Source: an optimization exercise on an open RTL-to-GDS flow (aim: small area and few clock cycles per item). Production flows keep margins and buffers that such runs may drop.
In this exercise RTL edits were held to simulation tests only and were not proved equivalent to the original.

==> flow/design.v (outline; a module is shown in full before it is edited, if it fits) <==
// module hysl_add: 85 lines
// module hysl_front: 1287 lines
// module hysl_back: 855 lines
// module heading_yaw_slew_limiter: 91 lines
module heading_yaw_slew_limiter (
    input  logic                               clk,
    input  logic                               rst_n,
    input  logic                               cfg_we,
    input  logic [hysl_pkg::CFG_IDX_W-1:0]     cfg_index,
    input  logic [hysl_pkg::CFG_DATA_W-1:0]    cfg_data,
    input  logic                               point_valid,
    output logic                               point_ready,
    input  logic signed [31:0]                 point_pos_x,
    input  logic signed [31:0]                 point_pos_y,
    input  logic signed [15:0]                 point_vel_x,
    input  logic signed [15:0]                 point_vel_y,
    output logic                               cmd_valid,
    input  logic                               cmd_ready,
    output logic signed [31:0]                 cmd_x,
    output logic signed [31:0]                 cmd_y,
    output logic        [30:0]                 cmd_z,
    output logic signed [15:0]                 cmd_yaw,
    output logic signed [15:0]                 cmd_yaw_rate
);
  // ...
==> flow/flow/run.sh <==
#!/bin/bash
# Own layout flow: the standard synthesis, then three netlist passes on the
# logic between the registers (registers stay exactly as synthesized: same
# instances, names and cell types), then the standard layout:
#  1. invpush.py: a full adder is self-dual, so a full-adder cell may take its
#     inputs and give its outputs in the other polarity when that cancels
#     inverters; a gate whose only load is an inverter becomes its complement.
#  2. ABC (remap.abc: the standard flow's area script with more restructuring)
#     re-maps all the logic except the
#     registers and the full adders of the carry-save trees that feed only the
#     slow flag or the rate (keepcsa.py marks them); the CORDIC adders come out
#     of it faster than as half/full-adder cells.
#  3. invpush.py again.
# Every port is buffered as the standard flow does, with the buffer cell named
# in port_buffer. Each step's output goes to a log file of its own here.
set -euo pipefail
WORK=$(pwd)
FLOW_DIR=$WORK/flow
RES=$WORK/orfs/results/$FLOW_PLATFORM/heading_yaw_slew_limiter/base
LIB=$FLOW_HOME/platforms/$FLOW_PLATFORM/lib/sky130_fd_sc_hd__tt_025C_1v80.lib
YOSYS=$FLOW_HOME/../tools/install/yosys/bin/yosys
[[ -x $YOSYS ]] || YOSYS=$(command -v yosys)

bash standard.sh synth > $WORK/flow_1_synth.log 2>&1
cp $RES/1_2_yosys.v $WORK/standard_netlist.v

python3 $FLOW_DIR/invpush.py $WORK/standard_netlist.v $WORK/pass1_netlist.v $LIB > $WORK/flow_2_invpush.log 2>&1
python3 $FLOW_DIR/keepcsa.py $WORK/pass1_netlist.v $WORK/pass1_marked.v $WORK/keep_stub.v > $WORK/flow_3_keepcsa.log 2>&1

SEQ=$(grep -oE 'cell *\("?sky130_fd_sc_hd__[a-z0-9_]*' $LIB | sed 's/cell *("*//' \
      | grep -E '__(df|dl|edf|sdf|sed|sdl|lpflow|einv|ebuf|conb|tap|fill|decap|diode|probe|clkdly|dlygate)' \
      | sort -u | tr '\n' ' ')
DONT=$(grep -oE 'cell *\("?sky130_fd_sc_hd__[a-z0-9_]*' $LIB | sed 's/cell *("*//' \
      | grep -E '__(lpflow|probe)' | sort -u | sed 's/^/-dont_use /' | tr '\n' ' ')
$YOSYS -l $WORK/flow_4_abc.log -p "
read_liberty -ignore_miss_func $LIB;
blackbox $SEQ;
read_verilog -lib $WORK/keep_stub.v;
read_verilog $WORK/pass1_marked.v;
hierarchy -top $FLOW_TOP;
flatten;
opt_clean;
abc -liberty $LIB $DONT -script $FLOW_DIR/remap.abc;
splitnets;
opt_clean -purge;
hilomap -singleton -hicell sky130_fd_sc_hd__conb_1 HI -locell sky130_fd_sc_hd__conb_1 LO;
insbuf -buf sky130_fd_sc_hd__buf_4 A X;
write_verilog -noexpr -noattr -nohex -nodec $WORK/pass2_marked.v;
tee -o $WORK/pass2_stat.txt stat -liberty $LIB
" > /dev/null
sed 's/hyslkeep_//' $WORK/pass2_marked.v > $WORK/pass2_netlist.v

python3 $FLOW_DIR/invpush.py $WORK/pass2_netlist.v $WORK/pass3_netlist.v $LIB > $WORK/flow_5_invpush.log 2>&1
cp $WORK/pass3_netlist.v $RES/1_2_yosys.v
touch $RES/1_2_yosys.v

export BUFFER_PORTS_ARGS="-buffer_cell $(cat $FLOW_DIR/port_buffer)"
bash standard.sh > $WORK/flow_6_layout.log 2>&1
==> flow/flow/invpush.py <==
#!/usr/bin/env python3
"""Cancels inverters around the full adders of a mapped sky130 netlist.

A full adder is self-dual: fa(~a, ~b, ~c) = (~sum, ~cout). For each fa cell
the pass weighs flipping it (taking its inputs from the other polarity and
giving its outputs the other polarity) and flips it when that removes more
inverters than it adds. Registers and every other cell are left as they are.
usage: invpush.py in.v out.v [liberty]
With the liberty, a gate whose only load is an inverter becomes its
complement gate when that is smaller."""
import re, sys, collections

src, dst = sys.argv[1], sys.argv[2]
txt = open(src).read()
mod = re.search(r'^module\s+(\w+)\s*\((.*?)\);', txt, re.S | re.M)
ports = set(p.strip() for p in mod.group(2).split(','))
inst_re = re.compile(r'^(\s*)(sky130_fd_sc_hd__\w+)\s+(\S+)\s*\((.*?)\);\n', re.S | re.M)
conn_re = re.compile(r'\.(\w+)\(\s*([^()]*?)\s*\)')
OUTS = {'X', 'Y', 'Q', 'Q_N', 'SUM', 'COUT', 'HI', 'LO'}

cells = {}      # name -> [type, {pin: net}]
order = []
first = None
for m in inst_re.finditer(txt):
    if first is None:
        first = m.start()
    cells[m.group(3)] = [m.group(2), dict(conn_re.findall(m.group(4)))]
    order.append(m.group(3))
last = max(m.end() for m in inst_re.finditer(txt))
head, tail = txt[:first], txt[last:]

def base(net):
    n = net.strip()
    if n.startswith('\\'):
        n = n.split()[0][1:]
    return re.sub(r'\[\d+\]$', '', n)

def is_port(net):
    return base(net) in ports or base(net).lstrip('\\') in ports

def is_inv(t):
    return re.match(r'sky130_fd_sc_hd__(inv|clkinv)_\d+$', t) is not None

driver = {}
loads = collections.defaultdict(set)   # net -> {(cell, pin)}
def index():
    driver.clear(); loads.clear()
    for n, (t, c) in cells.items():
        for p, net in c.items():
            if p in OUTS:
                driver[net] = n
            else:
                loads[net].add((n, p))
index()

# a name prefix that no net or cell of the netlist uses yet
run = 0
while f'_invpush{run}_' in txt:
    run += 1
PFX = f'_invpush{run}_'
newnet_id = [0]
def newnet():
    newnet_id[0] += 1
    return f'{PFX}{newnet_id[0]}_'
added_nets = []
inv_id = [0]

def inv_of(net):
    """an existing inverter whose input is net, if any"""
    for (c, p) in loads.get(net, ()):
        if is_inv(cells[c][0]) and p == 'A':
            return c
    return None

def flip_gain(f):
    t, c = cells[f]
    gain = 0
    for p in ('A', 'B', 'CIN'):
        n = c[p]
        d = driver.get(n)
        if d and is_inv(cells[d][0]):
            if len(loads[n]) == 1:
                gain += 1                      # the input inverter goes
        elif inv_of(n) is None:
            gain -= 1                          # an inverter must be added
    for p in ('SUM', 'COUT'):
        o = c[p]
        if is_port(o):
            return -99
        invl = [x for x in loads[o] if is_inv(cells[x[0]][0]) and not is_port(cells[x[0]][1]['Y'])]
        gain += len(invl)
        if len(loads[o]) > len(invl):
            gain -= 1
    return gain

def add_inv(a, y):
    inv_id[0] += 1
    name = f'{PFX}inv_{inv_id[0]}_'
    cells[name] = ['sky130_fd_sc_hd__inv_1', {'A': a, 'Y': y}]
    order.append(name)
    driver[y] = name
    loads[a].add((name, 'A'))
    return name

def replace_net(old, new):
    for (c, p) in list(loads[old]):
        cells[c][1][p] = new
        loads[new].add((c, p))
    loads[old] = set()

def delete(c):
    t, conns = cells.pop(c)
    for p, n in conns.items():
        if p in OUTS:
            driver.pop(n, None)
        else:
            loads[n].discard((c, p))
    order.remove(c)

def flip(f):
    t, c = cells[f]
    for p in ('A', 'B', 'CIN'):
        n = c[p]
        d = driver.get(n)
        loads[n].discard((f, p))
        if d and is_inv(cells[d][0]):
            src_net = cells[d][1]['A']
            c[p] = src_net
            loads[src_net].add((f, p))
            if not loads[n]:
                delete(d)
        else:
            i = inv_of(n)
            if i is None:
                y = newnet(); added_nets.append(y)
                add_inv(n, y)
            else:
                y = cells[i][1]['Y']
            c[p] = y
            loads[y].add((f, p))
    for p in ('SUM', 'COUT'):
        o = c[p]
        o2 = newnet(); added_nets.append(o2)
        c[p] = o2
        driver[o2] = f
        driver.pop(o, None)
        for (x, xp) in list(loads[o]):
            if is_inv(cells[x][0]) and not is_port(cells[x][1]['Y']):
                y = cells[x][1]['Y']
                delete(x)
                replace_net(y, o2)
        if loads[o]:
            add_inv(o2, o)

AREA = {}
lib = sys.argv[3] if len(sys.argv) > 3 else None
if lib:
    ltxt = open(lib).read()
    for m in re.finditer(r'cell\s*\(\s*"?(sky130_fd_sc_hd__\w+)"?\s*\)\s*\{.*?area\s*:\s*([0-9.]+)', ltxt, re.S):
        AREA[m.group(1)] = float(m.group(2))
PAIRS = {}
for a, b in [('xor2', 'xnor2'), ('xor3', 'xnor3'), ('and2', 'nand2'), ('or2', 'nor2'),
             ('and3', 'nand3'), ('or3', 'nor3'), ('and4', 'nand4'), ('or4', 'nor4'),
             ('a21o', 'a21oi'), ('o21a', 'o21ai'), ('a22o', 'a22oi'), ('o22a', 'o22ai'),
             ('a211o', 'a211oi'), ('o211a', 'o211ai'), ('a31o', 'a31oi'), ('o31a', 'o31ai'),
             ('a32o', 'a32oi'), ('o32a', 'o32ai'), ('a2bb2o', 'a2bb2oi'), ('o2bb2a', 'o2bb2ai'),
             ('a221o', 'a221oi'), ('o221a', 'o221ai'), ('a311o', 'a311oi'), ('o311a', 'o311ai'),
             ('a2111o', 'a2111oi'), ('o2111a', 'o2111ai'), ('mux2', 'mux2i'), ('a41o', 'a41oi'),
             ('o41a', 'o41ai'), ('a21bo', 'a21boi'), ('o21ba', 'o21bai')]:
    PAIRS[a] = (b, 'X', 'Y')
    PAIRS[b] = (a, 'Y', 'X')

def merge_pass():
    """a gate whose only load is an inverter becomes its complement gate"""
    n_merged = 0
    for g in list(order):
        if g not in cells:
            continue
        t, c = cells[g]
        m = re.match(r'sky130_fd_sc_hd__(\w+?)_(\d+)$', t)
        if not m or m.group(1) not in PAIRS:
            continue
        comp, outp, newp = PAIRS[m.group(1)]
        if outp not in c:
            continue
        o = c[outp]
        if is_port(o) or len(loads[o]) != 1:
            continue
        (x, xp), = loads[o]
        if not is_inv(cells[x][0]) or is_port(cells[x][1]['Y']):
            continue
        nt = f'sky130_fd_sc_hd__{comp}_1'
        if nt not in AREA:
            continue
        if AREA[nt] > AREA.get(t, 0) + AREA.get(cells[x][0], 0) - 0.01:
            continue
        y = cells[x][1]['Y']
        delete(x)
        del c[outp]
        c[newp] = y
        cells[g][0] = nt
        driver[y] = g
        n_merged += 1
    return n_merged

before = sum(1 for n in cells if is_inv(cells[n][0]))
changed = True
rounds = 0
while changed and rounds < 20:
    changed = False
    rounds += 1
    for f in [n for n in order if re.match(r'sky130_fd_sc_hd__fa_\d+$', cells[n][0])]:
        if f in cells and flip_gain(f) > 0:
            flip(f)
            changed = True
merged = merge_pass() if AREA else 0
after = sum(1 for n in cells if is_inv(cells[n][0]))

out = [head]
decl = ''.join(f'  wire {n};\n' for n in added_nets)
out[0] = head + decl
for n in order:
    t, c = cells[n]
    body = ',\n'.join(f'    .{p}({net}' + (' )' if net.startswith('\\') else ')') for p, net in c.items())
    out.append(f'  {t} {n} (\n{body}\n  );\n')
out.append(tail)
open(dst, 'w').write(''.join(out))
print(f'inverters {before} -> {after} in {rounds} rounds, {merged} gates merged with their inverter')
==> flow/flow/keepcsa.py <==
#!/usr/bin/env python3
"""Marks the full-adder cells of the carry-save trees that feed only the slow
flag or the rate (the squares and the rate product), so that a re-mapping of
the logic keeps them: their type gets the prefix hyslkeep_ (removed after).
usage: keepcsa.py in.v out.v stub.v"""
import re, sys, collections
src, dst, stub = sys.argv[1:4]
txt = open(src).read()
inst_re = re.compile(r'^(\s*)(sky130_fd_sc_hd__\w+)\s+(\S+)\s*\((.*?)\);', re.S | re.M)
conn_re = re.compile(r'\.(\w+)\(\s*([^()]*?)\s*\)')
OUTS = {'X', 'Y', 'Q', 'Q_N', 'SUM', 'COUT', 'HI', 'LO'}
SEQ = re.compile(r'sky130_fd_sc_hd__(df|edf|sdf|dl)')
cells = []
loads = collections.defaultdict(list)
for m in inst_re.finditer(txt):
    c = dict(conn_re.findall(m.group(4)))
    cells.append((m, c))
    for p, n in c.items():
        if p not in OUTS:
            loads[n].append(len(cells) - 1)
def klass(name):
    if 'sl_r' in name:
        return 1
    if 'held_rate' in name:
        return 2
    return 4
memo = {}
def reach(net, depth=0):
    if net in memo:
        return memo[net]
    memo[net] = 0
    r = 0
    if re.match(r'\\?cmd_yaw_rate', net.strip()):
        r |= 2
    elif re.match(r'\\?(cmd_|point_ready)', net.strip()):
        r |= 4
    for ci in loads.get(net, ()):
        m, c = cells[ci]
        if SEQ.match(m.group(2)):
            r |= klass(m.group(3))
        else:
            for p, n in c.items():
                if p in OUTS:
                    r |= reach(n, depth + 1)
    memo[net] = r
    return r
sys.setrecursionlimit(100000)
kept = []
types = set()
nfa = 0
for m, c in cells:
    if re.match(r'sky130_fd_sc_hd__fa_\d+$', m.group(2)):
        nfa += 1
        r = reach(c['SUM']) | reach(c['COUT'])
        if r and not (r & 4):
            kept.append(m.start(2))
            types.add(m.group(2))
out, last = [], 0
for pos in sorted(kept):
    out.append(txt[last:pos]); out.append('hyslkeep_'); last = pos
out.append(txt[last:])
open(dst, 'w').write(''.join(out))
with open(stub, 'w') as f:
    for t in sorted(types):
        f.write(f"module hyslkeep_{t}(A, B, CIN, COUT, SUM);\n  input A, B, CIN;\n  output COUT, SUM;\nendmodule\n")
print(f"kept {len(kept)} of {nfa} full adders")
==> flow/flow/port_buffer <==
sky130_fd_sc_hd__buf_1
==> flow/flow/remap.abc <==
strash
dc2
dch -f
map -B 0.9
topo
stime -c
buffer -c
upsize -c
dnsize -c
==> flow/standard.sh <==
#!/bin/bash
# synth_recipe.tcl (not shown) runs the flow's synth.tcl, then flattens the netlist and writes it again
# the make line also repeats each setting of config.mk as NAME=value (left out here)
make -C /OpenROAD-flow-scripts/flow DESIGN_CONFIG=/design/flow/config.mk WORK_HOME=/design/flow/orfs CLKGATE_MAP_FILE= SYNTH_SCRIPT=/design/flow/synth_recipe.tcl "${@:-finish}"
==> flow/config.mk <==
export PLATFORM = sky130hd
export DESIGN_NAME = heading_yaw_slew_limiter
export DESIGN_NICKNAME = heading_yaw_slew_limiter
export VERILOG_FILES = /design/flow/design.v
export SDC_FILE = /design/flow/constraint.sdc
export NUM_CORES = 4
export LEC_CHECK = 0
export ABC_AREA = 1
export CAP_MARGIN = 10
export CORE_MARGIN = 2
export CORE_UTILIZATION = 55
export SLEW_MARGIN = 10
==> flow/constraint.sdc <==
create_clock -name core_clock -period 14.0 [get_ports {clk}]
set_input_delay 2.8000 -clock core_clock [delete_from_list [all_inputs] [get_ports {clk}]]
set_output_delay 2.8000 -clock core_clock [all_outputs]
set_load 0.01 [all_outputs]
==> impl_metrics.yaml, run 1 <==
worst_setup_path:
  crit_path_max_fanout: 15
  crit_family: "adder cells"
  crit_path_end: "cmd_yaw_rate[2]"
  reg2reg_depth: 100
  worstReg2RegEnd: "u_front.u_r9[17]"
  r2r_setup_slack_ns: 1.26
cells_and_area:
  final_area_sq_um: 59450
  inv_count: 726
  antennaDiodeCount: 5
  layout-drive-gt1-share_pct: 14.06
  multi_input_gates: 5706
  num-nets-final: 7964
  nClkBuffers: 70
  multi_input_area_share_pct: 61.80
cts:
  clk_path_buf_depth: 3
  clk_latency_ns: 0.68
hold_path:
  whs_path_depth: 0
  hold_end: "u_front.px_r9[8]"
placed_design:
  gp_congestion: 0.9505
sta:
  hold_viol: 0
  tns_ns: 0
  finClkSkew_ns: 0.03609
  setup_viol: 0
  drv_slew: 0
global_route:
  grt_pass1_wl_um: 228500
  grtUsageTotal_pct: 28.96
  top_usage_layer: "met2"
die:
  die_y_um: 315.1
status:
  status: "timing/DRC/antenna clean"
Testbench counts, summed over its fixed seeds: cycles 12,024, items 12,000.
==> run 2: changes to the inputs <==
--- a/flow/flow/run.sh
+++ b/flow/flow/run.sh
@@ -5,7 +5,8 @@
 #  1. invpush.py: a full adder is self-dual, so a full-adder cell may take its
 #     inputs and give its outputs in the other polarity when that cancels
 #     inverters; a gate whose only load is an inverter becomes its complement.
-#  2. ABC (remap.abc: the standard flow's area script with more restructuring)
+#  2. ABC (remap.abc: the standard flow's area script with more restructuring,
+#     run twice)
 #     re-maps all the logic except the
 #     registers and the full adders of the carry-save trees that feed only the
 #     slow flag or the rate (keepcsa.py marks them); the CORDIC adders come out
==> flow/flow/remap.abc (replaced) <==
strash
dc2
dch -f
map -B 0.9
topo
stime -c
buffer -c
upsize -c
dnsize -c
strash
dch
map -B 0.9
topo
stime -c
buffer -c
upsize -c
dnsize -c
--- a/flow/config.mk
+++ b/flow/config.mk
@@ -9,4 +9,5 @@
 export CAP_MARGIN = 10
 export CORE_MARGIN = 2
 export CORE_UTILIZATION = 55
+export GPL_TIMING_DRIVEN = 0
 export SLEW_MARGIN = 10
==> impl_metrics.yaml, run 2 <==
status:
  status: "timing/DRC/antenna clean"
yosys:
  synthCells: 7063
  syn_area_sq_um: 52650
  avgSynthCellArea_sq_um: 7.454
  yosysWarningCount: 111
cts:
  clk_latency_ns: 0.71
  cts.sinks: 470
  cts_hold_buf: 0
  numCtsBuffers: 53
  h-tree-depth: 2
  clk_path_buf_depth: 3
  cts_tree: "done"
  path_clk_slew_ns: 0.06
  cts_root_buf: "clkbuf_16"
sta:
  worst_pin_slew_ns: 1.072
  finClkSkew_ns: 0.05643
  drv_slew: 0
  rsz0062_at_grt: "yes"
  setup_viol: 0
  tns_ns: 0
  hold_viol: 0
  period_share_pct: 97.92
  fin_crit_ns: 13.71
  max_slew_margin_pct: 28.56
  fmax_ghz: 0.07294
global_route:
  antenna_found_initial: 11
  grtUsageTotal_pct: 29.64
  gr-total-overflow: 0
  grt_pass1_wl_um: 232600
  grt_max_degree: 107
  grt_pass1_vias: 44220
routing:
  drc: 0
  num_vias: 46710
  wirelength_um: 147500
  first_iter_violations: 3439
  drt-pass1-iter-count: 5
  ant_nets: 0
  wire_per_inst_um: 16.73
  via_per_inst: 5.295
cells_and_area:
  layout-drive-gt1-share_pct: 13.71
  final_common_cell: "nand2_1"
  mostFrequentLayoutCells: "nand2_1 (2,123), inv_1 (727), xor2_1 (581)"
  num-nets-final: 7956
  final_area_sq_um: 59340
  fin_util_pct: 62.55
  area_growth_pct: 12.71
worst_setup_path:
  crit_path_max_fanout: 16
  critPathKind: "in2reg"
  reg2reg_depth: 108
  end_kind: "flip-flop"
  critPathLaunchType: "input pin"
  cp_slowest_cell: "or3_4"
  crit_family: "simple AND/OR/NAND/NOR gates"
  r2r_start: "u_front.u_r4[21]"
  critPathArrivalTime_ns: 14.13
  max_stage_delay_ns: 0.41
  crit_start: "point_vel_y[15]"
  cpMostUsedCell: "nand2_2"
  worst-path-buf-inv: 6
  cp.depth: 90
  required_ns: 14.42
die:
  row_count: 113
  initial_core_util_pct: 55.49
  fp.dieW_um: 313.4
  ioPinCount: 265
  die_y_um: 313.4
  core-area_sq_um: 94870
  die-area_sq_um: 98210
placed_design:
  post_dp_cell_area_sq_um: 55510
  dp_hpwl_um: 119200
  gp_congestion: 0.9761
  port_buffers: 264
hold_path:
  whs_path_depth: 0
  hold_class: "reg2reg"
  hp-start: "u_front.py_r9[24]"
run:
  maxCapViolCount: 0
[run 2: metal layers]
metal | vias to the layer above | wire length (um) | GRT usage [%]
li1 | 23310 | - | -
met1 | 21870 | 65500 | 40.85
met2 | 1287 | 68580 | 48.72
met3 | 238 | 9239 | 4.156
met4 | 2 | 4208 | 8.645
met5 | - | 8 | 0
[run 2: worst paths after layout]
kind                                       endpoint  slack, ns
worst max-delay path              u_front.cx_r4[23]       0.29
worst min-delay path              u_front.py_rz[24]       0.38
worst max register to register     u_front.u_r9[16]       1.22
worst min register to register    u_front.py_rz[24]       0.38
max in group asynchronous       yaw_step_max_reg[8]      10.85
min in group asynchronous             u_front.vl_r4       2.03
[run 2: repair_timing]
| item | in CTS | in global routing |
|---|---|---|
| endpoints found under the setup margin | 57 | 56 |
| buffers inserted | 26 | 84 |
| endpoints found under the hold margin | 0 | 0 |
| gates cloned | 0 | 1 |
| resized for setup | 125 | 250 |
| pin swaps | 20 | 102 |
[run 2: layout make-up]
| type | instances | area (sq um) |
|---|---|---|
| Multi-Input combinational cell | 5649 | 36470 |
| Fill cell | 8827 | 35530 |
| Sequential cell | 470 | 13270 |
| Inverter | 778 | 2978 |
| Timing Repair Buffer | 387 | 2216 |
| Tap cell | 1265 | 1583 |
| Clock buffer | 72 | 1429 |
| Buffer | 167 | 1021 |
| Clock inverter | 28 | 355.3 |
| Antenna cell | 5 | 12.51 |
[run 2: worst register-to-register path, delay by kind of cell, from the launching register on]
| kind | cells | cell delay (ns) |
|---|---|---|
| buf+inv | 7 | 0.83 |
| compound gates | 8 | 0.93 |
| xor+xnor | 4 | 0.86 |
| flops | 1 | 0.41 |
| simple gates | 89 | 9.52 |
[run 2: stage by stage]
stage	hold WS, ns	worst slack (ns)	std cells
2_1_floorplan	0.4003	0.6677	7065
3_3_place_gp	0.4002	-2.376	8594
6_report	0.3835	0.2909	8821
3_5_place_dp	0.4045	-2.608	8606
4_1_cts	0.3817	0.005095	8732
5_1_grt	0.4011	-0.4200	8821
==> run 3: changes to the inputs <==
--- a/flow/config.mk
+++ b/flow/config.mk
@@ -9,5 +9,4 @@
 export CAP_MARGIN = 10
 export CORE_MARGIN = 2
 export CORE_UTILIZATION = 55
-export GPL_TIMING_DRIVEN = 0
 export SLEW_MARGIN = 10
==> impl_metrics.yaml, run 3 <==
worst_setup_path:
  cp_slowest_cell: "or3_4"
  r2r_setup_slack_ns: 1.33
  crit_path_max_fanout: 6
  max_stage_delay_ns: 0.38
  critPathArrivalTime_ns: 13.79
  end_kind: "flip-flop"
  critPathLaunchType: "input pin"
  required_ns: 14.37
  reg2reg_depth: 106
  critPathKind: "in2reg"
  cpMostUsedCell: "nand2_1"
cells_and_area:
  final-instance-count-excl-fill: 8789
  mostFrequentLayoutCells: "nand2_1 (2,155), inv_1 (740), xor2_1 (584)"
  num-nets-final: 7929
  layout-drive-gt1-share_pct: 13.36
  area_growth_pct: 11.51
  final_common_cell: "nand2_1"
yosys:
  synthCells: 7063
  syn_area_sq_um: 52650
  yosysWarningCount: 111
  avgSynthCellArea_sq_um: 7.454
status:
  status: "timing/DRC/antenna clean"
cts:
  clk_latency_ns: 0.65
  numCtsBuffers: 53
  cts_root_buf: "clkbuf_16"
  clk_path_buf_depth: 3
  path_clk_slew_ns: 0.06
  h-tree-depth: 2
  cts_tree: "done"
  cts.sinks: 470
global_route:
  grtUsageTotal_pct: 29.28
  antenna_found_initial: 5
  grt_pass1_vias: 43300
  grt_max_degree: 150
  gr-total-overflow: 0
  grt_pass1_wl_um: 230700
sta:
  max_slew_margin_pct: 28.02
  worst_pin_slew_ns: 1.068
  layout_setup_ws_ns: 0.5826
  setup_viol: 0
  fmax_ghz: 0.07453
  hold_viol: 0
  drv_slew: 0
  finClkSkew_ns: 0.03234
  hold_slack_ns: 0.3894
  period_share_pct: 95.84
  fin_crit_ns: 13.42
die:
  fp.dieW_um: 313.4
  die-area_sq_um: 98210
  row_count: 113
  die_y_um: 313.4
  initial_core_util_pct: 55.49
  ioPinCount: 265
  core-area_sq_um: 94870
routing:
  via_per_inst: 5.254
  ant_nets: 0
  wirelength_um: 145000
  first_iter_violations: 3412
  drt-pass1-iter-count: 5
  drc: 0
  num_vias: 46180
  wire_per_inst_um: 16.49
placed_design:
  placed_cells: 8641
  gp_congestion: 0.9680
  dp_hpwl_um: 117500
  port_buffers: 264
  pre_cts_slack_ns: -0.2103
hold_path:
  hold_class: "reg2reg"
  whs_path_depth: 0
run:
  maxCapViolCount: 0
-- run 3: changes by cell type in the layout (fill, tap and decap cells not counted), sizes merged --
cell / previous run / this run
clkbuf: 171 / 74
buf: 455 / 521
inv: 766 / 777
clkinvlp: 10 / 1
diode: 5 / 1
bufinv: 5 / 2
clkinv: 25 / 28
nand2: 2324 / 2325
-- run 3: critical path: cells and delay by family --
family          cells  cell delay (ns)
compound gates      9             1.10
simple gates       73             8.59
buf+inv             8             0.71
xor+xnor            4             0.53
-- run 3: metal layers --
layer	global-route usage, %	up-vias	share of wire (%)
met5	0	-	0.0097
met4	7.177	2	2.6
met3	3.332	203	6.5
met2	48.65	1318	47
met1	40.96	21450	44
li1	-	23210	-
-- run 3: final timing paths --
kind                                    from                       to
max                           point_vel_y[0]        u_front.cx_r4[23]
max in group asynchronous              rst_n  u_back.held_rate_reg[6]
min reg2reg                u_front.px_r9[19]        u_front.px_rz[19]
max reg2reg                 u_front.u_r4[21]         u_front.u_r9[16]
min                        u_front.px_r9[19]        u_front.px_rz[19]
min in group asynchronous              rst_n     speed_sq_min_reg[24]
-- run 3: what timing repair did --
item | CTS | global route
pin swaps | 0 | 65
cloned | 0 | 2
endpoints found under the setup margin | 19 | 73
hold buffers | 0 | 0
hold endpoints to repair | 0 | 0
setup buffers | 2 | 44
gates resized for setup | 8 | 169
-- run 3: layout make-up --
| class | instances | area [sq um] |
|---|---|---|
| Sequential cell | 470 | 13270 |
| Tap cell | 1265 | 1583 |
| Clock buffer | 69 | 1490 |
| Timing Repair Buffer | 526 | 3037 |
| Fill cell | 9003 | 36160 |
| Antenna cell | 1 | 2.502 |
| Multi-Input combinational cell | 5650 | 36130 |
| Inverter | 778 | 2939 |
| Clock inverter | 30 | 254.0 |
-- run 3: stage by stage --
stage / setup TNS, ns / util [%] / instance area, sq um
after floorplan: 0 / - / 52660
after global placement: 0 / 58.99 / 55960
after detailed placement: -0.7093 / 58.99 / 55960
after CTS: 0 / 60.88 / 57750
after global routing: -1.373 / 61.88 / 58710
final: 0 / 61.88 / 58710
==> run 4: changes to the inputs <==
--- a/flow/config.mk
+++ b/flow/config.mk
@@ -9,4 +9,6 @@
 export CAP_MARGIN = 10
 export CORE_MARGIN = 2
 export CORE_UTILIZATION = 55
+export CTS_CLUSTER_DIAMETER = 90
+export CTS_CLUSTER_SIZE = 30
 export SLEW_MARGIN = 10
==> impl_metrics.yaml, run 4 <==
status:
  status: "timing/DRC/antenna clean"
worst_setup_path:
  end_kind: "flip-flop"
  cp_slowest_cell: "or3_4"
  crit_family: "simple AND/OR/NAND/NOR gates"
  cpMostUsedCell: "nand2_1"
  critPathArrivalTime_ns: 13.70
  critPathLaunchType: "input pin"
  worst-path-buf-inv: 9
  critPathKind: "in2reg"
  max_stage_delay_ns: 0.39
  crit_path_max_fanout: 6
  required_ns: 14.39
sta:
  period_share_pct: 95.08
  drv_slew: 0
  finClkSkew_ns: 0.03562
  worst_pin_slew_ns: 1.079
  fin_crit_ns: 13.31
  fmax_ghz: 0.07513
  hold_viol: 0
  hold_slack_ns: 0.4022
  rsz0062_at_grt: "yes"
  max_slew_margin_pct: 27.28
  setup_viol: 0
  tns_ns: 0
cells_and_area:
  final_common_cell: "nand2_1"
  num-nets-final: 7897
  multi_input_area_sq_um: 36100
  nFillCells: 9070
  final-instance-count-excl-fill: 8733
  seq_area_sq_um: 13270
  fin_util_pct: 60.99
  area_growth_pct: 9.910
  final_area_sq_um: 57860
  layout-drive-gt1-share_pct: 12.72
  mostFrequentLayoutCells: "nand2_1 (2,160), inv_1 (742), xor2_1 (585)"
global_route:
  grt_pass1_wl_um: 228500
  grt_max_degree: 150
  gr-total-overflow: 0
  antenna_found_initial: 4
  grtUsageTotal_pct: 28.87
  grt_pass1_vias: 42960
routing:
  ant_nets: 0
  drt-pass1-iter-count: 5
  drc: 0
  wire_per_inst_um: 16.44
  via_per_inst: 5.249
  num_vias: 45840
  wirelength_um: 143600
  first_iter_violations: 3525
hold_path:
  hold_class: "reg2reg"
placed_design:
  placed_cells: 8641
  post_dp_cell_area_sq_um: 55960
  port_buffers: 264
  dp_hpwl_um: 117500
  gp_congestion: 0.9680
run:
  maxCapViolCount: 0
cts:
  path_clk_slew_ns: 0.11
  h-tree-depth: 1
  cts_root_buf: "clkbuf_16"
  cts_tree: "done"
  cts_hold_buf: 0
  clk_path_buf_depth: 3
  clk_latency_ns: 0.64
  numCtsBuffers: 26
  cts.sinks: 470
die:
  ioPinCount: 265
  die-area_sq_um: 98210
  fp.dieW_um: 313.4
  row_count: 113
  core-area_sq_um: 94870
  initial_core_util_pct: 55.49
  die_y_um: 313.4
yosys:
  synthCells: 7063
  yosysWarningCount: 111
  syn_area_sq_um: 52650
  avgSynthCellArea_sq_um: 7.454
==> run 4: worst paths after layout <==
path / slack (ns) / from / depth (start not counted) / end
setup / recovery: 0.69 / point_vel_y[0] / 93 / u_front.cx_r4[23]
hold / removal: 0.40 / u_front.py_r9[7] / 0 / u_front.py_rz[7]
setup reg to reg: 1.31 / u_front.u_r4[21] / 106 / u_front.u_r9[16]
hold reg to reg: 0.40 / u_front.py_r9[7] / 0 / u_front.py_rz[7]
max in group asynchronous: 9.85 / rst_n / 3 / u_back.held_rate_reg[4]
min in group asynchronous: 2.18 / rst_n / 1 / speed_sq_min_reg[24]
==> run 4: worst register-to-register path: cells and delay by family, from the launching register on <==
family                 cells  cell delay [ns]
AO/OA/AOI/OAI              8             0.89
AND/OR/NAND/NOR           89             9.78
buffers and inverters      5             0.61
flip-flops                 1             0.42
XOR/XNOR                   4             0.78
==> run 4: final cells by class <==
class                           instances  share of cell area, %
Multi-Input combinational cell       5651                  62.39
Sequential cell                       470                  22.94
Timing Repair Buffer                  520                  5.166
Inverter                              778                  5.079
Tap cell                             1265                  2.735
Clock buffer                           34                  1.267
Clock inverter                         14                 0.4195
Antenna cell                            1               0.004325
==> run 4: stage by stage <==
step / setup slack (ns)
floorplan: 0.6677
global placement: 0.04642
detailed placement: -0.2103
CTS: 0.02228
global route: -0.2197
finish: 0.6889
==> run 4: timing repair <==
item,4_1_cts,5_1_grt
resized for setup,7,158
hold endpoints to repair,0,0
setup buffers,2,38
pin swaps,0,46
endpoints found under the setup margin,19,73
gates cloned,0,3
==> run 4: layer usage <==
metal / track usage (%) / part of all wire, %
met5: 0 / 0
met4: 6.090 / 2.5
met3: 3.002 / 5.8
met2: 48.13 / 47
met1: 40.83 / 45
==> run 5: changes to the inputs <==
--- a/flow/config.mk
+++ b/flow/config.mk
@@ -9,6 +9,6 @@
 export CAP_MARGIN = 10
 export CORE_MARGIN = 2
 export CORE_UTILIZATION = 55
-export CTS_CLUSTER_DIAMETER = 90
+export CTS_CLUSTER_DIAMETER = 75
 export CTS_CLUSTER_SIZE = 30
 export SLEW_MARGIN = 10
==> impl_metrics.yaml, run 5 <==
status:
  status: "timing/DRC/antenna clean"
cells_and_area:
  nFillCells: 9064
  seq_area_sq_um: 13270
  final_common_cell: "nand2_1"
  multi_input_area_sq_um: 36090
  layout-drive-gt1-share_pct: 12.92
  num-nets-final: 7913
  final-instance-count-excl-fill: 8753
  area_growth_pct: 10.34
  mostFrequentLayoutCells: "nand2_1 (2,161), inv_1 (742), xor2_1 (585)"
placed_design:
  dp_hpwl_um: 117500
  port_buffers: 264
  gp_congestion: 0.9680
  pre_cts_slack_ns: -0.2103
  placed_cells: 8641
sta:
  layout_setup_ws_ns: 0.6559
  period_share_pct: 95.32
  hold_slack_ns: 0.4172
  fmax_ghz: 0.07494
  finClkSkew_ns: 0.02375
  drv_slew: 0
  setup_viol: 0
  fin_crit_ns: 13.34
  tns_ns: 0
  max_slew_margin_pct: 29.59
  worst_pin_slew_ns: 1.045
  hold_viol: 0
cts:
  numCtsBuffers: 31
  clk_latency_ns: 0.65
  cts_root_buf: "clkbuf_16"
  path_clk_slew_ns: 0.11
  cts.sinks: 470
  cts_tree: "done"
  clk_path_buf_depth: 3
  h-tree-depth: 1
die:
  die-area_sq_um: 98210
  ioPinCount: 265
  fp.dieW_um: 313.4
  die_y_um: 313.4
  row_count: 113
  core-area_sq_um: 94870
  initial_core_util_pct: 55.49
worst_setup_path:
  cpMostUsedCell: "nand2_1"
  cp_slowest_cell: "or3_1"
  crit_path_max_fanout: 6
  required_ns: 14.40
  critPathArrivalTime_ns: 13.74
  max_stage_delay_ns: 0.40
  critPathKind: "in2reg"
  end_kind: "flip-flop"
  critPathLaunchType: "input pin"
run:
  maxCapViolCount: 0
routing:
  first_iter_violations: 3583
  num_vias: 46000
  via_per_inst: 5.255
  drc: 0
  wire_per_inst_um: 16.43
  drt-pass1-iter-count: 5
  wirelength_um: 143800
  ant_nets: 0
global_route:
  grt_max_degree: 150
  grt_pass1_wl_um: 228600
  grtUsageTotal_pct: 28.89
  gr-total-overflow: 0
  grt_pass1_vias: 42940
  antenna_found_initial: 4
hold_path:
  hold_class: "reg2reg"
yosys:
  syn_area_sq_um: 52650
  avgSynthCellArea_sq_um: 7.454
  yosysWarningCount: 111
  synthCells: 7063
## run 5: cell count changes in the layout (fill, tap and decap cells not counted), moves of 3 or more
cell       before  now
buf_4         247  259
clkbuf_1        5    2
clkbuf_16      28   31
inv_16          3    6
o21ai_1        34   31
## run 5: final cells by class
type	count	share of cell area, %
Tap cell	1265	2.725
Multi-Input combinational cell	5651	62.13
Timing Repair Buffer	531	5.277
Clock buffer	33	1.348
Antenna cell	1	0.004308
Clock inverter	24	0.6096
Inverter	778	5.060
Sequential cell	470	22.85
## run 5: metrics by stage
stage / utilization (%) / instance area [sq um]
3_5_place_dp: 58.99 / 55960
2_1_floorplan: - / 52660
5_1_grt: 61.23 / 58090
3_3_place_gp: 58.99 / 55960
4_1_cts: 60.24 / 57150
6_report: 61.23 / 58090
## run 5: worst max-delay path, delay by kind of cell
kind | cells | cell delay, ns
compound gates | 5 | 0.67
simple gates | 74 | 8.77
buf+inv | 9 | 0.85
xor+xnor | 5 | 0.60
## run 5: path summary, 6_finish.rpt
check	endpoint	slack (ns)	cells past startpoint	startpoint
worst max-delay path	u_front.cx_r4[23]	0.66	93	point_vel_y[0]
worst min-delay path	u_front.py_r9[29]	0.42	0	u_front.py_r4[29]
worst max register to register	u_front.u_r9[16]	1.34	106	u_front.u_r4[21]
worst min register to register	u_front.py_r9[29]	0.42	0	u_front.py_r4[29]
max in group asynchronous	u_back.held_rate_reg[4]	9.87	3	rst_n
min in group asynchronous	speed_sq_min_reg[24]	2.18	1	rst_n
## run 5: timing repair
item	CTS	global route
hold buffers	0	0
pin swaps	0	48
gates resized for setup	7	151
gates cloned	0	3
setup buffers	2	49
endpoints found under the setup margin	19	73
## run 5: per-layer routing
metal  global-route usage [%]  routed length [um]
met5                        0                   0
met4                    6.405                3677
met3                    3.074                8593
met2                    48.12               66750
met1                    40.73               64820

port drivers added, routing unchanged:
No port has a modelled driver above. Below, the same layouts with a new extraction and two added sets of constraints.
Step 1 (the two cells are an assumption about what drives the block):
set clk [get_ports {clk}]
set_driving_cell -lib_cell sky130_fd_sc_hd__clkbuf_16 $clk
set_driving_cell -lib_cell sky130_fd_sc_hd__buf_2 [delete_from_list [all_inputs] $clk]
Step 2 moves the port delays by t, midway between the first and last clock arrival at a register: inputs arrive t later, outputs are due t later. That takes back most of the time a late clock gives input paths.
Three values: no drivers, after step 1, after step 2; two values: the first two.
run	shift t [ns]	setup slack, ns	hold slack, ns	worst slew at a driven data input, ns
run 1	0.734	0.706 / 0.632 / 0.107	0.402 / 0.402 / 0.402	0.14
run 2	0.744	0.291 / 0.280 / -0.463	0.383 / 0.383 / 0.383	0.13
run 3	0.708	0.583 / 0.637 / -0.071	0.389 / 0.389 / 0.389	0.10
run 4	0.692	0.689 / 0.736 / 0.045	0.402 / 0.402 / 0.402	0.11
run 5	0.708	0.656 / 0.703 / -0.001	0.417 / 0.417 / 0.417	0.11
With both steps, setup timing fails in run 2, run 3 and run 5, where it was met with ideal ports. The setup slack of run 2, which loses most, moves by -0.011 ns with the drivers and by -0.754 ns with both steps.
